This is an optimization exercise on Yosys and OpenROAD, whose aim is small area, a short achievable clock period and few clock cycles, not a production implementation.
RTL that was checked went through simulation tests only; none was proved equivalent to the original.
Power is estimated from default activity; no workload was simulated.

Setup of main:
==> flow/design.v (excerpt) <==
module tri_raster_seq #(
    parameter int CW = 12
) (
    input  logic            clk,
    input  logic            rst,
    input  logic            tri_valid,
    output logic            tri_ready,
    input  logic [CW-1:0]   ptAX,
    input  logic [CW-1:0]   ptAY,
    input  logic [CW-1:0]   ptBX,
    input  logic [CW-1:0]   ptBY,
    input  logic [CW-1:0]   pt3X,
    input  logic [CW-1:0]   pt3Y,
    output logic            pix_valid,
    input  logic            pix_ready,
    output logic [CW-1:0]   pix_x,
    output logic [CW-1:0]   pix_y,
    output logic            done,
    output logic [2*CW:0]   pix_count
);
    logic          v_loaded;                  
    logic          v_new, v_new2;             
    logic [CW-1:0] pax, pay, pbx, pby, pcx, pcy;   
    logic [2:0]    ts, ms, bs;                
    logic [CW-1:0] tx, ty, mx, my, bx, by;    
    logic          v_even;                    
    logic          v_flat, v_horiz;           
    logic          w_act, w_first, w_pendT, w_atM, w_last, w_lil;
    logic [CW-1:0] w_y;
    logic [CW-1:0] xl_q, xs_q;                
    logic signed [CW:0] rl_q, rs_q;           
    logic [CW-1:0] nul_q, nus_q;              
    logic          dnl_q, dns_q;              
    logic [CW-1:0] dyl_q, dys_q;              
    logic          e_valid, e_last;
    logic [CW-1:0] e_x, e_r, e_y;
  ...
Size in the first run: roughly 2700 cells after synthesis, roughly 280 flip-flops, ~130 I/O pins, roughly 22000 um^2 of cells after synthesis.
export LEC_CHECK = 0
export CAP_MARGIN = 20
export CORE_MARGIN = 2
export CORE_UTILIZATION = 40
export PLACE_DENSITY = 0.6
export SLEW_MARGIN = 20
create_clock -name core_clock -period 11.0 [get_ports {clk}]
standard.sh (not shown) runs the stock make flow with config.mk's settings and CLKGATE_MAP_FILE= SYNTH_SCRIPT=/design/flow/synth_recipe.tcl, a recipe that flattens the netlist after the stock synthesis.
==> flow/flow/run.sh <==
#!/bin/bash
# The standard layout, with repair_timing aiming for extra setup slack and the smallest
# buffer cell on the ports (the clock period and the constraints stay the design's).
# make's output goes to standard.log; each ORFS step keeps its own log under orfs/logs.
bash standard.sh SETUP_SLACK_MARGIN=7.5 ABC_AREA=1 'BUFFER_PORTS_ARGS=-buffer_cell sky130_fd_sc_hd__buf_1' finish > standard.log 2>&1
What the feature branch does differently from main at the input level:
-- flow/design.v --
<<< main, line 71
    logic [CW-1:0] dy_c;
    logic lil_new;
    logic lng_neg, lng_zero, sh_neg, sh_zero, negL, zeroL, negR, zeroR, posL, posR;
    logic epos_d, eneg_d, epos_q, eneg_q, epos, eneg, w_eneg;
    always_comb begin
        sub_long = v_new;
>>> the feature branch, line 71
    logic [CW-1:0] dy_c;
    logic lil_new;
    always_comb begin
        sub_long = v_new;
<<< main, line 85
        dy_c = sa_y + ~sb_y;
        lil_new = v_horiz | v_even;
    end
    always_comb begin
        lng_neg = v_even ? dnl_q : dns_q;
        lng_zero = v_even ? (&nul_q && !dnl_q) : (&nus_q && !dns_q);
        sh_neg = dx_c[CW];
        sh_zero = (dx_c == '0);
        negL = v_even ? lng_neg : sh_neg;
        zeroL = v_even ? lng_zero : sh_zero;
        negR = v_even ? sh_neg : lng_neg;
        zeroR = v_even ? sh_zero : lng_zero;
        posL = !negL && !zeroL;
        posR = !negR && !zeroR;
        epos_d = !posL && !negR;
        eneg_d = (posL && !posR) || (!negL && negR);
        epos = v_new2 ? epos_d : epos_q;
        eneg = v_new2 ? eneg_d : eneg_q;
    end
    logic set_l, set_s, rdy;
>>> the feature branch, line 83
        dy_c = sa_y + ~sb_y;
        lil_new = v_horiz | v_even;
    end
    logic set_l, set_s, rdy;
<<< main, line 143
        tT = row_ok && w_pendT && !w_first && hok;
        tW = row_ok && !w_pendT && hok;
        skip = rdy && !w_last && ((w_first && w_pendT && !w_eneg) || (!ne && !w_atM));
        adv = skip || (tW && !w_last);
        neg_now = rdy && !neg_pend && ((!ne && w_atM) || w_eneg);
        tri_ready = tr_q;
        accept = tri_valid && tr_q;
>>> the feature branch, line 125
        tT = row_ok && w_pendT && !w_first && hok;
        tW = row_ok && !w_pendT && hok;
        skip = rdy && !w_last && ((w_first && w_pendT) || (!ne && !w_atM));
        adv = skip || (tW && !w_last);
        neg_now = rdy && !ne && w_atM && !neg_pend;
        tri_ready = tr_q;
        accept = tri_valid && tr_q;
<<< main, line 163
        w_act_d = start || (w_act && !((tW && w_last) || neg_now));
        w_last_d = (start || (w_stepen && adv)) ? (v_loaded ? v_horiz : enter_b) : w_last;
        w_pendT_d = (start || tT) ? (v_loaded && !v_flat && !epos) : w_pendT;
        tr_d = tri_valid && !accept && !v_loaded_d && (!w_act_d || (w_last_d && !w_pendT_d));
        ld_sw = w_stepen && adv && enter_m;
>>> the feature branch, line 145
        w_act_d = start || (w_act && !((tW && w_last) || neg_now));
        w_last_d = (start || (w_stepen && adv)) ? (v_loaded ? v_horiz : enter_b) : w_last;
        w_pendT_d = (start || tT) ? (v_loaded && !v_flat) : w_pendT;
        tr_d = tri_valid && !accept && !v_loaded_d && (!w_act_d || (w_last_d && !w_pendT_d));
        ld_sw = w_stepen && adv && enter_m;
<<< main, line 214
        end
        if (start) w_lil <= lil_new;
        if (start || tT) w_pendT <= v_loaded && !v_flat && !epos;
        if (start) w_eneg <= !v_flat && eneg;
        if (v_new2) begin
            epos_q <= epos_d;
            eneg_q <= eneg_d;
        end
        if (e_load || (xfer && !e_end))
            e_x <= (e_valid && !e_end) ? e_x + 1'b1 : w_pendT ? tx : xL;
>>> the feature branch, line 196
        end
        if (start) w_lil <= lil_new;
        if (start || tT) w_pendT <= v_loaded && !v_flat;
        if (e_load || (xfer && !e_end))
            e_x <= (e_valid && !e_end) ? e_x + 1'b1 : w_pendT ? tx : xL;
Findings:
From main to the feature branch, number of port buffers did not move at all. Maximum VDD drop: the feature branch vs main up about 6%. On the feature branch: internal power summed over all cells is 1.2% lower than what main gave. Against main, upper clock frequency limit in the feature branch fell slightly. Comparing the feature branch and main, the higher sequential fraction of the synthesis area is on the feature branch. Delta (the feature branch minus main): portion of the clock cycle consumed by the worst path in the final layout up 0.21 points; overall power of the completed layout up 0.92%; number of synthesized flops with an enable pin down 1; worst-case clock skew down 0.0059 ns.
Testbench counts of the feature branch, summed over its fixed seeds: cycles 26,927.
The RTL of main was laid out without a check of its function.

[port drivers added, routing unchanged]
In the flow no input, the clock included, has a driving cell. The finished layouts below were timed again as built, in two steps.
Step 1: set_driving_cell puts a clkbuf_16 on clk and a buf_2 on each other input, an assumption about the parent block.
Step 2 also shifts input and output timing later by t, the mid clock arrival at the registers, as if the neighbouring blocks saw the same clock.
Slacks: ideal / step 1 / step 2; pairs: ideal / step 1.
run | shift t [ns] | setup slack, ns | worst setup path after step 2 | pins driven straight from the clock port
main | 0.611 | 7.559 / 7.507 / 6.971 | input to register | 1
the feature branch | 0.605 | 7.536 / 7.514 / 6.920 | input to register | 1
After both steps setup and hold are still met in every run listed. For the feature branch, which loses most, drivers alone change the setup slack by -0.022 ns; drivers and shift together by -0.616 ns.
